This is an optimization exercise on Yosys and OpenROAD, whose aim is a short achievable clock period and few clock cycles per item, not a production implementation. The RTL was checked by simulation tests, not by an equivalence proof against the original design.

==> run E <==
==> flow/design.v <==
module sisc_mc_core #(
  parameter int DATA_W = 32,
  parameter int REG_AW = 4
) (
  input  logic              clk,
  input  logic              rst,
  input  logic [31:0]       ir,
  input  logic              ir_valid,
  output logic              ir_ready,
  output logic              busy,
  output logic              halted,
  output logic [3:0]        stat,
  output logic              illegal,
  input  logic [REG_AW-1:0] dbg_addr,
  output logic [DATA_W-1:0] dbg_data
);
  localparam int NREG = 2 ** REG_AW;
  localparam int SW   = $clog2(DATA_W);
  localparam int MSB  = DATA_W - 1;
  typedef logic [DATA_W-1:0] word_t;
  logic              accept_s;
  logic [3:0]        opField_s;
  logic [3:0]        mmField_s;
  logic [REG_AW-1:0] rdField_s;
  logic [REG_AW-1:0] rsField_s;
  logic [REG_AW-1:0] rtField_s;
  word_t             immExt_s;
  logic              aluOp_s;
  logic              legal_s;
  logic              illegal_s;
  logic              halt_s;
  word_t             rsVal_s;
  word_t             rtVal_s;
  logic              haltSeen_r;    
  logic              halted_r;
  logic              busy_r;
  logic              validX_r;
  logic              legalX_r;      
  logic              wrX_r;         
  logic              illX_r;
  logic              haltX_r;
  logic [REG_AW-1:0] rdX_r;
  logic [7:0]        selX_r;        
  logic              fwdAX_r;
  logic              fwdBX_r;
  word_t             opAX_r;
  word_t             opBX_r;
  logic              validW_r;
  logic              legalW_r;
  logic              wrW_r;
  logic              illW_r;
  logic              haltW_r;
  logic [REG_AW-1:0] rdW_r;
  word_t             resW_r;
  logic              cW_r;
  logic              vW_r;
  logic [3:0]        stat_r;
  word_t             regFile_r [NREG];
  word_t             aluA_s;
  word_t             aluB_s;
  word_t             aluRes_s;
  logic              aluC_s;
  logic              aluV_s;
  logic [DATA_W:0]   sumWide_s;
  logic [DATA_W:0]   shlWide_s;
  logic [DATA_W:0]   shrWide_s;
  logic [SW-1:0]     shAmt_s;
  assign ir_ready = !haltSeen_r;
  assign busy     = busy_r;
  assign halted   = halted_r;
  assign stat     = stat_r;
  assign illegal  = illW_r;
  assign dbg_data = regFile_r[dbg_addr];
  assign accept_s  = ir_valid && !haltSeen_r;
  assign opField_s = ir[31:28];
  assign mmField_s = ir[27:24];
  assign rdField_s = ir[20 +: REG_AW];
  assign rsField_s = ir[16 +: REG_AW];
  assign rtField_s = ir[12 +: REG_AW];
  assign immExt_s  = word_t'($signed(ir[15:0]));
  assign aluOp_s   = (opField_s == 4'h1) || (opField_s == 4'h2);
  assign legal_s   = aluOp_s && (mmField_s >= 4'h1) && (mmField_s <= 4'h8);
  assign illegal_s = (opField_s != 4'h0) && (opField_s != 4'hF) && !legal_s;
  assign halt_s    = (opField_s == 4'hF);
  assign rsVal_s = (wrW_r && (rdW_r == rsField_s)) ? resW_r : regFile_r[rsField_s];
  assign rtVal_s = (wrW_r && (rdW_r == rtField_s)) ? resW_r : regFile_r[rtField_s];
  assign aluA_s  = fwdAX_r ? resW_r : opAX_r;
  assign aluB_s  = fwdBX_r ? resW_r : opBX_r;
  assign shAmt_s = aluB_s[SW-1:0];
  always_comb begin
    sumWide_s = {1'b0, aluA_s} + {1'b0, (selX_r[1] ? ~aluB_s : aluB_s)} +
                {{DATA_W{1'b0}}, selX_r[1]};
    shlWide_s = {1'b0, aluA_s} << shAmt_s;
    shrWide_s = {aluA_s, 1'b0} >> shAmt_s;
    aluRes_s  = ({DATA_W{selX_r[0] | selX_r[1]}} & sumWide_s[DATA_W-1:0]) |
                ({DATA_W{selX_r[2]}} & (aluA_s & aluB_s)) |
                ({DATA_W{selX_r[3]}} & (aluA_s | aluB_s)) |
                ({DATA_W{selX_r[4]}} & (aluA_s ^ aluB_s)) |
                ({DATA_W{selX_r[5]}} & ~aluA_s) |
                ({DATA_W{selX_r[6]}} & shlWide_s[DATA_W-1:0]) |
                ({DATA_W{selX_r[7]}} & shrWide_s[DATA_W:1]);
    aluC_s    = ((selX_r[0] | selX_r[1]) & sumWide_s[DATA_W]) |
                (selX_r[6] & shlWide_s[DATA_W]) |
                (selX_r[7] & shrWide_s[0]);
    aluV_s    = (selX_r[0] & (aluA_s[MSB] == aluB_s[MSB]) &
                 (sumWide_s[MSB] != aluA_s[MSB])) |
                (selX_r[1] & (aluA_s[MSB] != aluB_s[MSB]) &
                 (sumWide_s[MSB] != aluA_s[MSB]));
  end
  always_ff @(posedge clk or posedge rst) begin
    if (rst) begin
      haltSeen_r <= 1'b0;
      halted_r   <= 1'b0;
      busy_r     <= 1'b0;
      validX_r   <= 1'b0;
      validW_r   <= 1'b0;
    end else begin
      if (accept_s && halt_s) begin
        haltSeen_r <= 1'b1;
      end
      if (validW_r && haltW_r) begin
        halted_r <= 1'b1;
      end
      busy_r   <= accept_s || validX_r;
      validX_r <= accept_s;
      validW_r <= validX_r;
    end
  end
  always_ff @(posedge clk or posedge rst) begin
    if (rst) begin
      legalX_r <= 1'b0;
      wrX_r    <= 1'b0;
      illX_r   <= 1'b0;
      haltX_r  <= 1'b0;
      rdX_r    <= '0;
      selX_r   <= '0;
      fwdAX_r  <= 1'b0;
      fwdBX_r  <= 1'b0;
      opAX_r   <= '0;
      opBX_r   <= '0;
    end else begin
      legalX_r <= accept_s && legal_s;
      wrX_r    <= accept_s && legal_s && (rdField_s != '0);
      illX_r   <= accept_s && illegal_s;
      haltX_r  <= accept_s && halt_s;
      if (accept_s) begin
        rdX_r   <= rdField_s;
        for (int i = 0; i < 8; i++) begin
          selX_r[i] <= legal_s && (mmField_s == 4'(i + 1));
        end
        fwdAX_r <= wrX_r && (rdX_r == rsField_s);
        fwdBX_r <= wrX_r && (rdX_r == rtField_s) && (opField_s != 4'h2);
        opAX_r  <= rsVal_s;
        opBX_r  <= (opField_s == 4'h2) ? immExt_s : rtVal_s;
      end
    end
  end
  always_ff @(posedge clk or posedge rst) begin
    if (rst) begin
      legalW_r <= 1'b0;
      wrW_r    <= 1'b0;
      illW_r   <= 1'b0;
      haltW_r  <= 1'b0;
      rdW_r    <= '0;
      resW_r   <= '0;
      cW_r     <= 1'b0;
      vW_r     <= 1'b0;
    end else begin
      legalW_r <= legalX_r;
      wrW_r    <= wrX_r;
      illW_r   <= illX_r;
      haltW_r  <= haltX_r;
      if (legalX_r) begin
        rdW_r  <= rdX_r;
        resW_r <= aluRes_s;
        cW_r   <= aluC_s;
        vW_r   <= aluV_s;
      end
    end
  end
  always_ff @(posedge clk or posedge rst) begin
    if (rst) begin
      for (int i = 0; i < NREG; i++) begin
        regFile_r[i] <= {DATA_W{1'b0}};
      end
    end else if (wrW_r) begin
      regFile_r[rdW_r] <= resW_r;
    end
  end
  always_ff @(posedge clk or posedge rst) begin
    if (rst) begin
      stat_r <= 4'h0;
    end else if (legalW_r) begin
      stat_r <= {cW_r, vW_r, resW_r[MSB], (resW_r == {DATA_W{1'b0}})};
    end
  end
endmodule
==> flow/run.sh <==
#!/bin/bash
# synth_recipe.tcl (not shown) runs the flow's synth.tcl, then flattens the netlist and writes it again
# the make line also repeats each setting of config.mk as NAME=value (left out here)
make -C /OpenROAD-flow-scripts/flow DESIGN_CONFIG=/design/flow/config.mk WORK_HOME=/design/flow/orfs CLKGATE_MAP_FILE= SYNTH_SCRIPT=/design/flow/synth_recipe.tcl finish
==> flow/config.mk <==
export PLATFORM = sky130hd
export DESIGN_NAME = sisc_mc_core
export DESIGN_NICKNAME = sisc_mc_core
export VERILOG_FILES = /design/flow/design.v
export SDC_FILE = /design/flow/constraint.sdc
export NUM_CORES = 4
export LEC_CHECK = 0
export ABC_CLOCK_PERIOD_IN_PS = 3000
export CAP_MARGIN = 20
export CORE_MARGIN = 2
export CORE_UTILIZATION = 40
export SETUP_SLACK_MARGIN = 5
export SLEW_MARGIN = 20
==> flow/constraint.sdc <==
create_clock -name core_clock -period 10.0 [get_ports {clk}]
set_input_delay 2.0000 -clock core_clock [delete_from_list [all_inputs] [get_ports {clk}]]
set_output_delay 2.0000 -clock core_clock [all_outputs]
set_load 0.01 [all_outputs]
==> inputs of run A, as changes to run E <==
--- a/flow/design.v
+++ b/flow/design.v
@@ -19,2 +19,3 @@
   localparam int MSB  = DATA_W - 1;
+  localparam int DBG_G = 8;
   typedef logic [DATA_W-1:0] word_t;
@@ -72,3 +73,17 @@
   assign illegal  = illW_r;
-  assign dbg_data = regFile_r[dbg_addr];
+  logic [(NREG-1)*DATA_W-1:0] rfFlat_s;    
+  for (genvar i = 1; i < NREG; i++) begin : g_flat
+    assign rfFlat_s[(i-1)*DATA_W +: DATA_W] = regFile_r[i];
+  end
+  for (genvar g = 0; g < DATA_W / DBG_G; g++) begin : g_dbg
+    logic [(NREG-1)*DBG_G-1:0] grpBits_s;
+    for (genvar i = 0; i < NREG - 1; i++) begin : g_bits
+      assign grpBits_s[i*DBG_G +: DBG_G] = rfFlat_s[i*DATA_W + g*DBG_G +: DBG_G];
+    end
+    sisc_dbg_group #(.W(DBG_G)) u_dbg (
+      .addr(dbg_addr),
+      .regs(grpBits_s),
+      .y   (dbg_data[g*DBG_G +: DBG_G])
+    );
+  end
   assign accept_s  = ir_valid && !haltSeen_r;
@@ -197 +212,62 @@
 endmodule
+module sisc_dbg_group #(
+  parameter int W = 4
+) (
+  input  logic [3:0]      addr,
+  input  logic [15*W-1:0] regs,
+  output logic [W-1:0]    y
+);
+  logic [3:0]  lo;    
+  logic [3:0]  hi;    
+  logic [15:0] sel;   
+  sisc_g_nor2  u_lo0 (.a(addr[1]), .b(addr[0]), .y(lo[0]));
+  sisc_g_andn2 u_lo1 (.a(addr[0]), .bn(addr[1]), .y(lo[1]));
+  sisc_g_andn2 u_lo2 (.a(addr[1]), .bn(addr[0]), .y(lo[2]));
+  sisc_g_and2  u_lo3 (.a(addr[1]), .b(addr[0]), .y(lo[3]));
+  sisc_g_nor2  u_hi0 (.a(addr[3]), .b(addr[2]), .y(hi[0]));
+  sisc_g_andn2 u_hi1 (.a(addr[2]), .bn(addr[3]), .y(hi[1]));
+  sisc_g_andn2 u_hi2 (.a(addr[3]), .bn(addr[2]), .y(hi[2]));
+  sisc_g_and2  u_hi3 (.a(addr[3]), .b(addr[2]), .y(hi[3]));
+  assign sel[0] = 1'b0;
+  for (genvar i = 1; i < 16; i++) begin : g_sel
+    sisc_g_and2 u_sel (.a(hi[i / 4]), .b(lo[i % 4]), .y(sel[i]));
+  end
+  for (genvar b = 0; b < W; b++) begin : g_bit
+    logic [7:0] termN;    
+    logic [1:0] halfN;    
+    for (genvar k = 0; k < 7; k++) begin : g_pair
+      sisc_g_aoi22 u_t (
+        .a1(sel[2*k+1]), .a2(regs[(2*k)*W + b]),
+        .b1(sel[2*k+2]), .b2(regs[(2*k+1)*W + b]),
+        .y (termN[k])
+      );
+    end
+    sisc_g_nand2 u_t7 (.a(sel[15]), .b(regs[14*W + b]), .y(termN[7]));
+    sisc_g_nand4 u_h0 (.a(termN[0]), .b(termN[1]), .c(termN[2]), .d(termN[3]), .y(halfN[0]));
+    sisc_g_nand4 u_h1 (.a(termN[4]), .b(termN[5]), .c(termN[6]), .d(termN[7]), .y(halfN[1]));
+    sisc_g_or2   u_o  (.a(halfN[0]), .b(halfN[1]), .y(y[b]));
+  end
+endmodule
+module sisc_g_nor2 (input logic a, input logic b, output logic y);
+  assign y = ~(a | b);
+endmodule
+module sisc_g_and2 (input logic a, input logic b, output logic y);
+  assign y = a & b;
+endmodule
+module sisc_g_andn2 (input logic a, input logic bn, output logic y);
+  assign y = a & ~bn;
+endmodule
+module sisc_g_nand2 (input logic a, input logic b, output logic y);
+  assign y = ~(a & b);
+endmodule
+module sisc_g_or2 (input logic a, input logic b, output logic y);
+  assign y = a | b;
+endmodule
+module sisc_g_nand4 (input logic a, input logic b, input logic c, input logic d,
+                     output logic y);
+  assign y = ~(a & b & c & d);
+endmodule
+module sisc_g_aoi22 (input logic a1, input logic a2, input logic b1, input logic b2,
+                     output logic y);
+  assign y = ~((a1 & a2) | (b1 & b2));
+endmodule
ABC_CLOCK_PERIOD_IN_PS = not set   (was 3000)
CORE_UTILIZATION = 65   (was 40)
SYNTH_HIERARCHICAL = 1   (was not set)
SYNTH_MINIMUM_KEEP_SIZE = 0   (was not set)
==> inputs of run Y, as changes to run E <==
--- a/flow/design.v
+++ b/flow/design.v
@@ -19,2 +19,3 @@
   localparam int MSB  = DATA_W - 1;
+  localparam int DBG_G = 8;
   typedef logic [DATA_W-1:0] word_t;
@@ -72,3 +73,17 @@
   assign illegal  = illW_r;
-  assign dbg_data = regFile_r[dbg_addr];
+  logic [(NREG-1)*DATA_W-1:0] rfFlat_s;    
+  for (genvar i = 1; i < NREG; i++) begin : g_flat
+    assign rfFlat_s[(i-1)*DATA_W +: DATA_W] = regFile_r[i];
+  end
+  for (genvar g = 0; g < DATA_W / DBG_G; g++) begin : g_dbg
+    logic [(NREG-1)*DBG_G-1:0] grpBits_s;
+    for (genvar i = 0; i < NREG - 1; i++) begin : g_bits
+      assign grpBits_s[i*DBG_G +: DBG_G] = rfFlat_s[i*DATA_W + g*DBG_G +: DBG_G];
+    end
+    sisc_dbg_group #(.W(DBG_G)) u_dbg (
+      .addr(dbg_addr),
+      .regs(grpBits_s),
+      .y   (dbg_data[g*DBG_G +: DBG_G])
+    );
+  end
   assign accept_s  = ir_valid && !haltSeen_r;
@@ -197 +212,62 @@
 endmodule
+module sisc_dbg_group #(
+  parameter int W = 4
+) (
+  input  logic [3:0]      addr,
+  input  logic [15*W-1:0] regs,
+  output logic [W-1:0]    y
+);
+  logic [3:0]  lo;    
+  logic [3:0]  hi;    
+  logic [15:0] sel;   
+  sisc_g_nor2  u_lo0 (.a(addr[1]), .b(addr[0]), .y(lo[0]));
+  sisc_g_andn2 u_lo1 (.a(addr[0]), .bn(addr[1]), .y(lo[1]));
+  sisc_g_andn2 u_lo2 (.a(addr[1]), .bn(addr[0]), .y(lo[2]));
+  sisc_g_and2  u_lo3 (.a(addr[1]), .b(addr[0]), .y(lo[3]));
+  sisc_g_nor2  u_hi0 (.a(addr[3]), .b(addr[2]), .y(hi[0]));
+  sisc_g_andn2 u_hi1 (.a(addr[2]), .bn(addr[3]), .y(hi[1]));
+  sisc_g_andn2 u_hi2 (.a(addr[3]), .bn(addr[2]), .y(hi[2]));
+  sisc_g_and2  u_hi3 (.a(addr[3]), .b(addr[2]), .y(hi[3]));
+  assign sel[0] = 1'b0;
+  for (genvar i = 1; i < 16; i++) begin : g_sel
+    sisc_g_and2 u_sel (.a(hi[i / 4]), .b(lo[i % 4]), .y(sel[i]));
+  end
+  for (genvar b = 0; b < W; b++) begin : g_bit
+    logic [7:0] termN;    
+    logic [1:0] halfN;    
+    for (genvar k = 0; k < 7; k++) begin : g_pair
+      sisc_g_aoi22 u_t (
+        .a1(sel[2*k+1]), .a2(regs[(2*k)*W + b]),
+        .b1(sel[2*k+2]), .b2(regs[(2*k+1)*W + b]),
+        .y (termN[k])
+      );
+    end
+    sisc_g_nand2 u_t7 (.a(sel[15]), .b(regs[14*W + b]), .y(termN[7]));
+    sisc_g_nand4 u_h0 (.a(termN[0]), .b(termN[1]), .c(termN[2]), .d(termN[3]), .y(halfN[0]));
+    sisc_g_nand4 u_h1 (.a(termN[4]), .b(termN[5]), .c(termN[6]), .d(termN[7]), .y(halfN[1]));
+    sisc_g_or2   u_o  (.a(halfN[0]), .b(halfN[1]), .y(y[b]));
+  end
+endmodule
+module sisc_g_nor2 (input logic a, input logic b, output logic y);
+  assign y = ~(a | b);
+endmodule
+module sisc_g_and2 (input logic a, input logic b, output logic y);
+  assign y = a & b;
+endmodule
+module sisc_g_andn2 (input logic a, input logic bn, output logic y);
+  assign y = a & ~bn;
+endmodule
+module sisc_g_nand2 (input logic a, input logic b, output logic y);
+  assign y = ~(a & b);
+endmodule
+module sisc_g_or2 (input logic a, input logic b, output logic y);
+  assign y = a | b;
+endmodule
+module sisc_g_nand4 (input logic a, input logic b, input logic c, input logic d,
+                     output logic y);
+  assign y = ~(a & b & c & d);
+endmodule
+module sisc_g_aoi22 (input logic a1, input logic a2, input logic b1, input logic b2,
+                     output logic y);
+  assign y = ~((a1 & a2) | (b1 & b2));
+endmodule
ABC_CLOCK_PERIOD_IN_PS = not set   (was 3000)
SYNTH_HIERARCHICAL = 1   (was not set)
SYNTH_MINIMUM_KEEP_SIZE = 0   (was not set)
==> comparison <==
Worst hold slack: run A < run Y < run E. In run Y the die area is larger than in run A, by 61%. In synthesized cell count, run Y and run A do not differ. Global-route usage: run A is higher than run E (17 points). Final area: run A < run Y < run E. Sequential share of layout area: run E < run Y < run A. The lowest first-iteration DRC count belongs to run Y, the highest to run E.
Testbench counts of run E, summed over its fixed seeds: cycles 24,024, items 24,000.
Testbench counts of run A, summed over its fixed seeds: cycles 24,024, items 24,000.
Testbench counts of run Y, summed over its fixed seeds: cycles 24,024, items 24,000.

[afterwards: timing with drivers on the ports]
The results above use ideal ports. As a check the final layouts listed here were re-extracted and re-timed, cells and wires unchanged. Step 1 (the two cells are an assumption about what drives the block):
set clk [get_ports {clk}]
set_driving_cell -lib_cell sky130_fd_sc_hd__clkbuf_16 $clk
set_driving_cell -lib_cell sky130_fd_sc_hd__buf_2 [delete_from_list [all_inputs] $clk]
Step 2 adds t to the input delays and takes it off the output delays; t is the mean of the earliest and latest rising clock arrival at the registers after step 1. Input paths then give back, and output paths get back, about the clock's delay inside the block. Slacks: ideal / step 1 / step 2; pairs: ideal / step 1.
run	shift t [ns]	setup WS [ns]	hold slack, ns	pins driven straight from the clock port
run E	0.729	4.325 / 4.264 / 4.264	0.366 / 0.366 / 0.366	1
run A	0.689	4.714 / 4.557 / 4.169	0.355 / 0.355 / 0.355	1
run Y	0.730	4.575 / 4.528 / 4.196	0.358 / 0.358 / 0.358	1
After both steps setup and hold are still met in every run listed. The setup slack of run A, which loses most, moves by -0.157 ns with the drivers and by -0.545 ns with both steps.
